From an optimization exercise on the open Yosys and OpenROAD flow, aimed at small area; shortcuts taken in it are not production practice. The RTL was checked by simulation tests, not by an equivalence proof against the original design. Power figures rest on the tool's default switching activity, not on a simulated workload.

old:
==> flow/design.v <==
module rf_aoi222 (
  input  logic a0, b0, a1, b1, a2, b2,
  output logic y
);
  assign y = ~((a0 & b0) | (a1 & b1) | (a2 & b2));
endmodule
module rf_nand4 (
  input  logic a, b, c, d,
  output logic y
);
  assign y = ~(a & b & c & d);
endmodule
module rf_nand3 (
  input  logic a, b, c,
  output logic y
);
  assign y = ~(a & b & c);
endmodule
module rf_nand2 (
  input  logic a, b,
  output logic y
);
  assign y = ~(a & b);
endmodule
module rf_rdout (
  input  logic p0, p1, p2,
  input  logic byp, bypn, wn,
  output logic y
);
  logic rn;
  assign rn = ~(p0 | p1 | p2);
  assign y  = ~((rn | byp) & (wn | bypn));
endmodule
module rf_oai31 (
  input  logic p0, p1, p2, bn,
  output logic y
);
  assign y = ~((p0 | p1 | p2) & bn);
endmodule
module rf_or3 (
  input  logic p0, p1, p2,
  output logic y
);
  assign y = p0 | p1 | p2;
endmodule
module rf_orn (
  input  logic a, bn,
  output logic y
);
  assign y = a | ~bn;
endmodule
module rf_and2 (
  input  logic a, b,
  output logic y
);
  assign y = a & b;
endmodule
module rf_ao22 (
  input  logic a0, a1, b0, b1,
  output logic y
);
  assign y = (a0 & a1) | (b0 & b1);
endmodule
module rf_sel31 (
  input  logic [30:0] d,
  input  logic [30:0] s,
  output logic [2:0]  p
);
  logic [10:0] z;
  for (genvar k = 0; k < 10; k++) begin : gAoi
    rf_aoi222 uA (.a0(d[3*k]), .b0(s[3*k]), .a1(d[3*k+1]), .b1(s[3*k+1]),
                  .a2(d[3*k+2]), .b2(s[3*k+2]), .y(z[k]));
  end
  rf_nand2 uN2 (.a(d[30]), .b(s[30]), .y(z[10]));
  rf_nand4 uP0 (.a(z[0]), .b(z[1]), .c(z[2]), .d(z[3]), .y(p[0]));
  rf_nand4 uP1 (.a(z[4]), .b(z[5]), .c(z[6]), .d(z[7]), .y(p[1]));
  rf_nand3 uP2 (.a(z[8]), .b(z[9]), .c(z[10]), .y(p[2]));
endmodule
module rf_rdbit (
  input  logic [30:0] d,
  input  logic [30:0] s,
  input  logic        byp,
  input  logic        bypn,
  input  logic        wn,
  output logic        y
);
  logic [2:0] p;
  rf_sel31 uS (.d(d), .s(s), .p(p));
  rf_rdout uY (.p0(p[0]), .p1(p[1]), .p2(p[2]), .byp(byp), .bypn(bypn), .wn(wn), .y(y));
endmodule
module rf_pre (
  input  logic [4:0] a,
  output logic [3:0] lon,
  output logic [7:0] hin
);
  for (genvar j = 0; j < 4; j++) begin : gLo
    assign lon[j] = !(a[1:0] == 2'(j));
  end
  for (genvar j = 0; j < 8; j++) begin : gHi
    assign hin[j] = !(a[4:2] == 3'(j));
  end
endmodule
module rf_pre_ef (
  input  logic [4:0] a,
  input  logic       en,
  input  logic       frc,
  output logic [3:0] lon,
  output logic [7:0] hin
);
  for (genvar j = 0; j < 4; j++) begin : gLo
    assign lon[j] = !((en && (a[1:0] == 2'(j))) || frc);
  end
  for (genvar j = 0; j < 8; j++) begin : gHi
    assign hin[j] = !((a[4:2] == 3'(j)) || frc);
  end
endmodule
module rf_pre_e (
  input  logic [4:0] a,
  input  logic       en,
  output logic [3:0] lon,
  output logic [7:0] hin
);
  for (genvar j = 0; j < 4; j++) begin : gLo
    assign lon[j] = !(en && (a[1:0] == 2'(j)));
  end
  for (genvar j = 0; j < 8; j++) begin : gHi
    assign hin[j] = !(a[4:2] == 3'(j));
  end
endmodule
module rf_fin4 (
  input  logic [3:0] lon,
  input  logic       hin,
  output logic [3:0] y
);
  assign y = ~(lon | {4{hin}});
endmodule
module rf_fin3 (
  input  logic [3:1] lon,
  input  logic       hin,
  output logic [3:1] y
);
  assign y = ~(lon | {3{hin}});
endmodule
module rf_fin (
  input  logic [3:0]  lon,
  input  logic [7:0]  hin,
  output logic [31:1] y
);
  rf_fin3 uG0 (.lon(lon[3:1]), .hin(hin[0]), .y(y[3:1]));
  for (genvar j = 1; j < 8; j++) begin : gG
    rf_fin4 uG (.lon(lon), .hin(hin[j]), .y(y[4*j+3:4*j]));
  end
endmodule
module regfile_sb #(
  parameter int unsigned DATA_W = 32,
  parameter int unsigned ADDR_W = 5,
  parameter int unsigned BYPASS = 1
) (
  input  logic                Clk,
  input  logic                Rst_n,
  input  logic                WE,
  input  logic [ADDR_W-1:0]   Rw,
  input  logic [DATA_W/8-1:0] WBE,
  input  logic [DATA_W-1:0]   busW,
  input  logic [ADDR_W-1:0]   Ra,
  input  logic [ADDR_W-1:0]   Rb,
  output logic [DATA_W-1:0]   busA,
  output logic [DATA_W-1:0]   busB,
  output logic                RdyA,
  output logic                RdyB,
  input  logic                Issue,
  input  logic [ADDR_W-1:0]   Rd,
  output logic [ADDR_W:0]     PendCnt
);
  localparam int unsigned DEPTH = 1 << ADDR_W;
  localparam int unsigned NLANE = DATA_W / 8;
  localparam logic        BYP   = (BYPASS != 0);
  logic [DATA_W-1:0] regs [1:DEPTH-1];
  logic [DATA_W-1:0] regsNext [1:DEPTH-1];
  logic [DEPTH-1:1]  pend;
  logic [DEPTH-1:1]  wselR0, wselR1, dsel, selA0, selA1, selB0, selB1;
  logic [NLANE-1:0]  wbeW;
  logic [DATA_W-1:0] wbit0, wbit1, wn;
  logic [NLANE-1:0]  lnA, lnB, lnAn, lnBn;
  logic              wrEn, isEn;
  logic              bypA, bypB, bypAn, bypBn;
  logic [2:0]        pA, pB, pRw, pRd;
  logic              pendRw, pendRd;
  logic              incr, decr;
  assign wrEn = WE && (Rw != '0);
  assign isEn = Issue && (Rd != '0);
  logic [3:0] wLon, dLon, aLon, bLon;
  logic [7:0] wHin, dHin, aHin, bHin;
  logic       rst, isEnR;
  logic [NLANE-1:0] wbeR0, wbeR1;
  assign rst   = !Rst_n;
  assign isEnR = Issue && Rst_n;
  rf_pre_ef uPreW (.a(Rw), .en(WE), .frc(rst), .lon(wLon), .hin(wHin));
  rf_fin    uFinW0 (.lon(wLon), .hin(wHin), .y(wselR0));
  rf_fin    uFinW1 (.lon(wLon), .hin(wHin), .y(wselR1));
  rf_pre_e  uPreD (.a(Rd), .en(isEnR), .lon(dLon), .hin(dHin));
  rf_fin    uFinD (.lon(dLon), .hin(dHin), .y(dsel));
  rf_pre    uPreA (.a(Ra), .lon(aLon), .hin(aHin));
  rf_fin    uFinA0 (.lon(aLon), .hin(aHin), .y(selA0));
  rf_fin    uFinA1 (.lon(aLon), .hin(aHin), .y(selA1));
  rf_pre    uPreB (.a(Rb), .lon(bLon), .hin(bHin));
  rf_fin    uFinB0 (.lon(bLon), .hin(bHin), .y(selB0));
  rf_fin    uFinB1 (.lon(bLon), .hin(bHin), .y(selB1));
  for (genvar l = 0; l < NLANE; l++) begin : gWbe
    rf_orn uE0 (.a(WBE[l]), .bn(Rst_n), .y(wbeR0[l]));
    rf_orn uE1 (.a(WBE[l]), .bn(Rst_n), .y(wbeR1[l]));
    assign wbeW[l] = WBE[l] && Rst_n;
  end
  for (genvar b = 0; b < DATA_W; b++) begin : gWb
    rf_and2 uW0 (.a(busW[b]), .b(wbeW[b/8]), .y(wbit0[b]));
    rf_and2 uW1 (.a(busW[b]), .b(wbeW[b/8]), .y(wbit1[b]));
    assign wn[b] = !busW[b];
  end
  for (genvar i = 1; i < DEPTH; i++) begin : gReg
    logic [1:0] wselR;
    assign wselR[0] = wselR0[i];
    assign wselR[1] = wselR1[i];
    for (genvar l = 0; l < NLANE; l++) begin : gLane
      logic holdN;
      rf_nand2 uHn (.a(wselR[l/2]), .b(i < 16 ? wbeR0[l] : wbeR1[l]), .y(holdN));
      for (genvar b = 8*l; b < 8*l+8; b++) begin : gBit
        rf_ao22 uH (.a0(wselR[l/2]), .a1(i < 16 ? wbit0[b] : wbit1[b]), .b0(holdN),
                    .b1(regs[i][b]), .y(regsNext[i][b]));
      end
    end
    always_ff @(posedge Clk) regs[i] <= regsNext[i];
    always_ff @(posedge Clk) begin
      pend[i] <= dsel[i] || (pend[i] && !wselR[0]);
    end
  end
  assign bypA  = BYP && Rst_n && wrEn && (Rw == Ra);
  assign bypB  = BYP && Rst_n && wrEn && (Rw == Rb);
  assign bypAn = !bypA;
  assign bypBn = !bypB;
  for (genvar l = 0; l < NLANE; l++) begin : gLn
    assign lnA[l]  = bypA && WBE[l];
    assign lnB[l]  = bypB && WBE[l];
    assign lnAn[l] = !(bypA && WBE[l]);
    assign lnBn[l] = !(bypB && WBE[l]);
  end
  for (genvar b = 0; b < DATA_W; b++) begin : gRd
    logic [30:0] col;
    for (genvar i = 1; i < DEPTH; i++) begin : gCol
      assign col[i-1] = regs[i][b];
    end
    rf_rdbit uA (.d(col), .s(b < 16 ? selA0 : selA1), .byp(lnA[b/8]), .bypn(lnAn[b/8]),
                 .wn(wn[b]), .y(busA[b]));
    rf_rdbit uB (.d(col), .s(b < 16 ? selB0 : selB1), .byp(lnB[b/8]), .bypn(lnBn[b/8]),
                 .wn(wn[b]), .y(busB[b]));
  end
  rf_sel31 uPA  (.d(pend), .s(selA0), .p(pA));
  rf_sel31 uPB  (.d(pend), .s(selB1), .p(pB));
  rf_sel31 uPRw (.d(pend), .s(wselR0), .p(pRw));
  rf_sel31 uPRd (.d(pend), .s(dsel), .p(pRd));
  rf_oai31 uRA  (.p0(pA[0]), .p1(pA[1]), .p2(pA[2]), .bn(bypAn), .y(RdyA));
  rf_oai31 uRB  (.p0(pB[0]), .p1(pB[1]), .p2(pB[2]), .bn(bypBn), .y(RdyB));
  rf_or3   uORw (.p0(pRw[0]), .p1(pRw[1]), .p2(pRw[2]), .y(pendRw));
  rf_or3   uORd (.p0(pRd[0]), .p1(pRd[1]), .p2(pRd[2]), .y(pendRd));
  assign incr = isEn && !pendRd;
  assign decr = wrEn && pendRw && !(isEn && (Rd == Rw));
  always_ff @(posedge Clk) begin
    if (!Rst_n)             PendCnt <= '0;
    else if (incr && !decr) PendCnt <= PendCnt + 1'b1;
    else if (decr && !incr) PendCnt <= PendCnt - 1'b1;
  end
endmodule
clock: 8.0 ns
lec_check: 0
cap_margin: 20
core_margin: 2
core_utilization: 65
gpl_timing_driven: 0
slew_margin: 20
synth_hierarchical: 1
standard.sh (not shown) runs the stock make flow with config.mk's settings and CLKGATE_MAP_FILE= SYNTH_SCRIPT=/design/flow/synth_recipe.tcl, a recipe that flattens the netlist after the stock synthesis.
==> flow/flow/run.sh <==
#!/bin/bash
set -euo pipefail
export BUFFER_PORTS_ARGS="-buffer_cell sky130_fd_sc_hd__buf_1"
export CTS_ARGS="-sink_clustering_enable -repair_clock_nets -dont_use_dummy_load -buf_list sky130_fd_sc_hd__clkbuf_8 -sink_clustering_size 16 -sink_clustering_max_diameter 70"
bash standard.sh > standard.log 2>&1
diff inputs: old => new
--- a/flow/design.v
+++ b/flow/design.v
@@ -50,9 +50,9 @@
   assign y = a | ~bn;
 endmodule
-module rf_and2 (
+module rf_nor2 (
   input  logic a, b,
   output logic y
 );
-  assign y = a & b;
+  assign y = ~(a | b);
 endmodule
 module rf_ao22 (
@@ -180,5 +180,5 @@
   logic [DEPTH-1:1]  pend;
   logic [DEPTH-1:1]  wselR0, wselR1, dsel, selA0, selA1, selB0, selB1;
-  logic [NLANE-1:0]  wbeW;
+  logic [NLANE-1:0]  wbeWn;
   logic [DATA_W-1:0] wbit0, wbit1, wn;
   logic [NLANE-1:0]  lnA, lnB, lnAn, lnBn;
@@ -210,10 +210,10 @@
     rf_orn uE0 (.a(WBE[l]), .bn(Rst_n), .y(wbeR0[l]));
     rf_orn uE1 (.a(WBE[l]), .bn(Rst_n), .y(wbeR1[l]));
-    assign wbeW[l] = WBE[l] && Rst_n;
+    assign wbeWn[l] = !(WBE[l] && Rst_n);
   end
   for (genvar b = 0; b < DATA_W; b++) begin : gWb
-    rf_and2 uW0 (.a(busW[b]), .b(wbeW[b/8]), .y(wbit0[b]));
-    rf_and2 uW1 (.a(busW[b]), .b(wbeW[b/8]), .y(wbit1[b]));
     assign wn[b] = !busW[b];
+    rf_nor2 uW0 (.a(wn[b]), .b(wbeWn[b/8]), .y(wbit0[b]));
+    rf_nor2 uW1 (.a(wn[b]), .b(wbeWn[b/8]), .y(wbit1[b]));
   end
   for (genvar i = 1; i < DEPTH; i++) begin : gReg
==> comparison <==
Between new and old, the difference in net count of the mapped netlist is negligible.
The reg2reg setup slack of old and that of new are within noise of each other.
Going from old to new, setup slack went down by 0.17 ns; sequential fraction of the synthesis area grew by 0.20 points.
Going from old to new, share of power burned in registers decreased by 0.3 points relative to the old numbers; filler cell count in the final layout increased by 35 relative to the old numbers; fmax decreased by about 2.2% relative to the old numbers.
Measured against each other, new and old differ in global-route usage, the higher figure coming from new.
The final design instance area without fill of new and that of old are within noise of each other.
Diff old -> new | total power | up slightly
new against old: via count of the first global-routing pass up 2.0%; sequential share of layout area held steady.
~same floorplan die height in new and old

[afterwards: timing with drivers on the ports]
No port has a modelled driver above. Below, the same layouts with a new extraction and two added sets of constraints.
Step 1 (the two cells are an assumption about what drives the block):
set clk [get_ports {Clk}]
set_driving_cell -lib_cell sky130_fd_sc_hd__clkbuf_16 $clk
set_driving_cell -lib_cell sky130_fd_sc_hd__buf_2 [delete_from_list [all_inputs] $clk]
Step 2 times the ports against the registers' clock, not the clock port: input delays grow and output delays shrink by t, the midpoint of the rising clock arrivals with the driver on.
Slacks: ideal ports / drivers / drivers and shift; pairs: ideal ports / drivers.
run	shift t [ns]	setup slack, ns	latest minus earliest clock arrival (ns)	worst data-port slew with drivers (ns)
old	0.797	0.686 / 0.727 / -0.071	0.043 / 0.043	0.19
new	0.809	0.517 / 0.551 / -0.258	0.065 / 0.066	0.18
With both steps, setup timing fails in old and new, where it was met with ideal ports. For new, which loses most, drivers alone change the setup slack by +0.034 ns; drivers and shift together by -0.775 ns.
